From an optimization exercise on the open Yosys and OpenROAD flow, aimed at small area and a short achievable clock period; shortcuts taken in it are not production practice.
Only simulation tests tie the RTL to the original design; equivalence was not proved.

==> inputs of 01-16 <==
==> flow/design.v <==
module btb_sat #(
   parameter int ENTRIES  = 8,
   parameter int IDX_W    = 3,
   parameter int PC_W     = 32,
   parameter int CNT_W    = 2,
   parameter int CNT_INIT = 2
) (
   input  logic            clk,
   input  logic            reset,
   input  logic [PC_W-1:0] pc_in,
   output logic            hit,
   output logic            token,
   output logic [PC_W-1:0] next_pc_out,
   input  logic            is_req_pc,
   input  logic [PC_W-1:0] req_pc,
   input  logic [PC_W-1:0] predict_target,
   input  logic            req_taken,
   input  logic            flush
);
   logic [PC_W-1:0]  tag    [ENTRIES];
   logic [PC_W-1:0]  target [ENTRIES];
   logic [CNT_W-1:0] cnt    [ENTRIES];
   logic [IDX_W-1:0] ptr;
   logic             full;
   logic [ENTRIES-1:0] valid;
   logic [ENTRIES-1:0] f_match;
   logic [ENTRIES-1:0] f_sel;
   logic [ENTRIES-1:0] u_match;
   logic               u_hit;
   logic               alloc;
   logic [PC_W-1:0]    f_target;
   always_comb begin
      for (int i = 0; i < ENTRIES; i++) begin
         valid[i]   = full || (ptr > IDX_W'(i));
         f_match[i] = valid[i] && (tag[i] == pc_in);
         f_sel[i]   = f_match[i] && cnt[i][CNT_W-1];
         u_match[i] = valid[i] && (tag[i] == req_pc);
      end
   end
   assign u_hit = |u_match;
   assign alloc = is_req_pc && req_taken && !u_hit;
   always_comb begin
      f_target = '0;
      for (int i = 0; i < ENTRIES; i++) begin
         f_target = f_target | ({PC_W{f_sel[i]}} & target[i]);
      end
   end
   assign hit         = |f_match;
   assign token       = |f_sel;
   assign next_pc_out = token ? f_target : pc_in;
   always_ff @(posedge clk) begin
      if (reset || flush) begin
         ptr  <= '0;
         full <= 1'b0;
      end else if (alloc) begin
         ptr <= ptr + IDX_W'(1);
         if (ptr == IDX_W'(ENTRIES - 1)) begin
            full <= 1'b1;
         end
      end
   end
   always_ff @(posedge clk) begin
      for (int i = 0; i < ENTRIES; i++) begin
         if (is_req_pc) begin
            if (u_match[i]) begin
               if (req_taken) begin
                  tag[i]    <= req_pc;
                  target[i] <= predict_target;
                  if (cnt[i] != '1) cnt[i] <= cnt[i] + CNT_W'(1);
               end else begin
                  if (cnt[i] != '0) cnt[i] <= cnt[i] - CNT_W'(1);
               end
            end else if (alloc && ptr == IDX_W'(i)) begin
               tag[i]    <= req_pc;
               target[i] <= predict_target;
               cnt[i]    <= CNT_W'(CNT_INIT);
            end
         end
      end
   end
endmodule
==> flow/flow/run.sh <==
#!/bin/bash
set -euo pipefail
export BUFFER_PORTS_ARGS="-buffer_cell sky130_fd_sc_hd__buf_2"
export CTS_ARGS="-sink_clustering_enable -repair_clock_nets -dont_use_dummy_load -sink_clustering_size 20 -sink_clustering_max_diameter 80"
PLATFORM_DONT_USE="sky130_fd_sc_hd__probe_p_8 sky130_fd_sc_hd__probec_p_8 sky130_fd_sc_hd__lpflow_bleeder_1 sky130_fd_sc_hd__lpflow_clkbufkapwr_1 sky130_fd_sc_hd__lpflow_clkbufkapwr_16 sky130_fd_sc_hd__lpflow_clkbufkapwr_2 sky130_fd_sc_hd__lpflow_clkbufkapwr_4 sky130_fd_sc_hd__lpflow_clkbufkapwr_8 sky130_fd_sc_hd__lpflow_clkinvkapwr_1 sky130_fd_sc_hd__lpflow_clkinvkapwr_16 sky130_fd_sc_hd__lpflow_clkinvkapwr_2 sky130_fd_sc_hd__lpflow_clkinvkapwr_4 sky130_fd_sc_hd__lpflow_clkinvkapwr_8 sky130_fd_sc_hd__lpflow_decapkapwr_12 sky130_fd_sc_hd__lpflow_decapkapwr_3 sky130_fd_sc_hd__lpflow_decapkapwr_4 sky130_fd_sc_hd__lpflow_decapkapwr_6 sky130_fd_sc_hd__lpflow_decapkapwr_8 sky130_fd_sc_hd__lpflow_inputiso0n_1 sky130_fd_sc_hd__lpflow_inputiso0p_1 sky130_fd_sc_hd__lpflow_inputiso1n_1 sky130_fd_sc_hd__lpflow_inputiso1p_1 sky130_fd_sc_hd__lpflow_inputisolatch_1 sky130_fd_sc_hd__lpflow_isobufsrc_1 sky130_fd_sc_hd__lpflow_isobufsrc_16 sky130_fd_sc_hd__lpflow_isobufsrc_2 sky130_fd_sc_hd__lpflow_isobufsrc_4 sky130_fd_sc_hd__lpflow_isobufsrc_8 sky130_fd_sc_hd__lpflow_isobufsrckapwr_16 sky130_fd_sc_hd__lpflow_lsbuf_lh_hl_isowell_tap_1 sky130_fd_sc_hd__lpflow_lsbuf_lh_hl_isowell_tap_2 sky130_fd_sc_hd__lpflow_lsbuf_lh_hl_isowell_tap_4 sky130_fd_sc_hd__lpflow_lsbuf_lh_isowell_4 sky130_fd_sc_hd__lpflow_lsbuf_lh_isowell_tap_1 sky130_fd_sc_hd__lpflow_lsbuf_lh_isowell_tap_2 sky130_fd_sc_hd__lpflow_lsbuf_lh_isowell_tap_4"
EXTRA_DONT_USE="sky130_fd_sc_hd__nor4_1 sky130_fd_sc_hd__nor4_2 sky130_fd_sc_hd__nor4_4 sky130_fd_sc_hd__nor4b_1 sky130_fd_sc_hd__nor4b_2 sky130_fd_sc_hd__nor4b_4 sky130_fd_sc_hd__nor4bb_1 sky130_fd_sc_hd__nor4bb_2 sky130_fd_sc_hd__nor4bb_4 sky130_fd_sc_hd__a2111oi_0 sky130_fd_sc_hd__a2111oi_1 sky130_fd_sc_hd__a2111oi_2 sky130_fd_sc_hd__a2111oi_4 sky130_fd_sc_hd__a2111o_1 sky130_fd_sc_hd__a2111o_2 sky130_fd_sc_hd__a2111o_4 sky130_fd_sc_hd__or4_1 sky130_fd_sc_hd__or4_2 sky130_fd_sc_hd__or4_4 sky130_fd_sc_hd__or4b_1 sky130_fd_sc_hd__or4b_2 sky130_fd_sc_hd__or4b_4 sky130_fd_sc_hd__or4bb_1 sky130_fd_sc_hd__or4bb_2 sky130_fd_sc_hd__or4bb_4"
bash standard.sh "DONT_USE_CELLS=$PLATFORM_DONT_USE $EXTRA_DONT_USE" finish > standard.log 2>&1
==> flow/standard.sh <==
#!/bin/bash
# synth_recipe.tcl (not shown) runs the flow's synth.tcl, then flattens the netlist and writes it again
# the make line also repeats each setting of config.mk as NAME=value (left out here)
make -C /OpenROAD-flow-scripts/flow DESIGN_CONFIG=/design/flow/config.mk WORK_HOME=/design/flow/orfs CLKGATE_MAP_FILE= SYNTH_SCRIPT=/design/flow/synth_recipe.tcl "${@:-finish}"
==> flow/config.mk <==
export PLATFORM = sky130hd
export DESIGN_NAME = btb_sat
export DESIGN_NICKNAME = btb_sat
export VERILOG_FILES = /design/flow/design.v
export SDC_FILE = /design/flow/constraint.sdc
export NUM_CORES = 4
export LEC_CHECK = 0
export ABC_CLOCK_PERIOD_IN_PS = 4000
export CAP_MARGIN = 20
export CORE_MARGIN = 2
export CORE_UTILIZATION = 65
export SETUP_SLACK_MARGIN = 3.0
export SLEW_MARGIN = 20
==> flow/constraint.sdc <==
create_clock -name core_clock -period 8.0 [get_ports {clk}]
set_input_delay 1.6000 -clock core_clock [delete_from_list [all_inputs] [get_ports {clk}]]
set_output_delay 1.6000 -clock core_clock [all_outputs]
set_load 0.01 [all_outputs]
==> 10-26: changes against 01-16 <==
==> flow/flow/run.sh (replaced) <==
#!/bin/bash
set -euo pipefail
export BUFFER_PORTS_ARGS="-buffer_cell sky130_fd_sc_hd__buf_2"
export CTS_ARGS="-sink_clustering_enable -repair_clock_nets -dont_use_dummy_load -sink_clustering_size 20 -sink_clustering_max_diameter 80"
PLATFORM_DONT_USE="sky130_fd_sc_hd__probe_p_8 sky130_fd_sc_hd__probec_p_8 sky130_fd_sc_hd__lpflow_bleeder_1 sky130_fd_sc_hd__lpflow_clkbufkapwr_1 sky130_fd_sc_hd__lpflow_clkbufkapwr_16 sky130_fd_sc_hd__lpflow_clkbufkapwr_2 sky130_fd_sc_hd__lpflow_clkbufkapwr_4 sky130_fd_sc_hd__lpflow_clkbufkapwr_8 sky130_fd_sc_hd__lpflow_clkinvkapwr_1 sky130_fd_sc_hd__lpflow_clkinvkapwr_16 sky130_fd_sc_hd__lpflow_clkinvkapwr_2 sky130_fd_sc_hd__lpflow_clkinvkapwr_4 sky130_fd_sc_hd__lpflow_clkinvkapwr_8 sky130_fd_sc_hd__lpflow_decapkapwr_12 sky130_fd_sc_hd__lpflow_decapkapwr_3 sky130_fd_sc_hd__lpflow_decapkapwr_4 sky130_fd_sc_hd__lpflow_decapkapwr_6 sky130_fd_sc_hd__lpflow_decapkapwr_8 sky130_fd_sc_hd__lpflow_inputiso0n_1 sky130_fd_sc_hd__lpflow_inputiso0p_1 sky130_fd_sc_hd__lpflow_inputiso1n_1 sky130_fd_sc_hd__lpflow_inputiso1p_1 sky130_fd_sc_hd__lpflow_inputisolatch_1 sky130_fd_sc_hd__lpflow_isobufsrc_1 sky130_fd_sc_hd__lpflow_isobufsrc_16 sky130_fd_sc_hd__lpflow_isobufsrc_2 sky130_fd_sc_hd__lpflow_isobufsrc_4 sky130_fd_sc_hd__lpflow_isobufsrc_8 sky130_fd_sc_hd__lpflow_isobufsrckapwr_16 sky130_fd_sc_hd__lpflow_lsbuf_lh_hl_isowell_tap_1 sky130_fd_sc_hd__lpflow_lsbuf_lh_hl_isowell_tap_2 sky130_fd_sc_hd__lpflow_lsbuf_lh_hl_isowell_tap_4 sky130_fd_sc_hd__lpflow_lsbuf_lh_isowell_4 sky130_fd_sc_hd__lpflow_lsbuf_lh_isowell_tap_1 sky130_fd_sc_hd__lpflow_lsbuf_lh_isowell_tap_2 sky130_fd_sc_hd__lpflow_lsbuf_lh_isowell_tap_4"
EXTRA_DONT_USE="sky130_fd_sc_hd__nor4_1 sky130_fd_sc_hd__nor4_2 sky130_fd_sc_hd__nor4_4 sky130_fd_sc_hd__nor4b_1 sky130_fd_sc_hd__nor4b_2 sky130_fd_sc_hd__nor4b_4 sky130_fd_sc_hd__nor4bb_1 sky130_fd_sc_hd__nor4bb_2 sky130_fd_sc_hd__nor4bb_4"
bash standard.sh "DONT_USE_CELLS=$PLATFORM_DONT_USE $EXTRA_DONT_USE" finish > standard.log 2>&1
Settings changed: SETUP_SLACK_MARGIN 3.0 to 2.8.
==> comparison table <==
|  | 01-16 | 10-26 |
|---|---|---|
| Fraction of synthesized cell area in xor and xnor cells | 0.185 | 0.185 |
| WL/cell | 35.0 um | 35.1 um |
| Worst r2r dst | target[1][8] | target[2][20] |
| Met3 routed wirelength | 9210 um | 8820 um |
| Outcome | timing/DRC/antenna clean | timing/DRC/antenna clean |
| Cell type of the slowest stage on the worst timing path | sky130_fd_sc_hd__and4bb_1 | sky130_fd_sc_hd__nor2_4 |
| Routed met2 length | 38,400 um | 38,300 um |
| Adder-cell area share of the yosys netlist | 0.00299 | 0.00300 |
| Final core utilization | 0.766 | 0.749 |
| Slew at the pin closest to its max-slew limit | 1.16 ns | 1.13 ns |
| Synthesized instance count | 1,720 | 1,704 |
| Final net count | 1,977 | 1,933 |
| Vias/cell | 6.98 | 6.95 |

-- afterwards: timing with drivers on the ports --
In the flow no input, the clock included, has a driving cell. The finished layouts below were timed again as built, in two steps.
Step 1: set_driving_cell puts a clkbuf_16 on clk and a buf_2 on each other input, an assumption about the parent block.
Step 2 times the ports against the registers' clock, not the clock port: input delays grow and output delays shrink by t, the midpoint of the rising clock arrivals with the driver on.
Three values: no drivers, after step 1, after step 2; two values: the first two.
run | t (ns) | setup WS [ns] | clock arrival spread, ns | slew at the worst register clock pin (ns) | pins driven straight from the clock port
01-16 | 0.659 | 2.590 / 2.506 / 2.446 | 0.033 / 0.033 | 0.09 / 0.09 | 1
10-26 | 0.602 | 2.519 / 2.465 / 2.351 | 0.039 / 0.038 | 0.09 / 0.09 | 1
After both steps every run listed still meets setup and hold. For 10-26, which loses most, drivers alone change the setup slack by -0.054 ns; drivers and shift together by -0.168 ns.
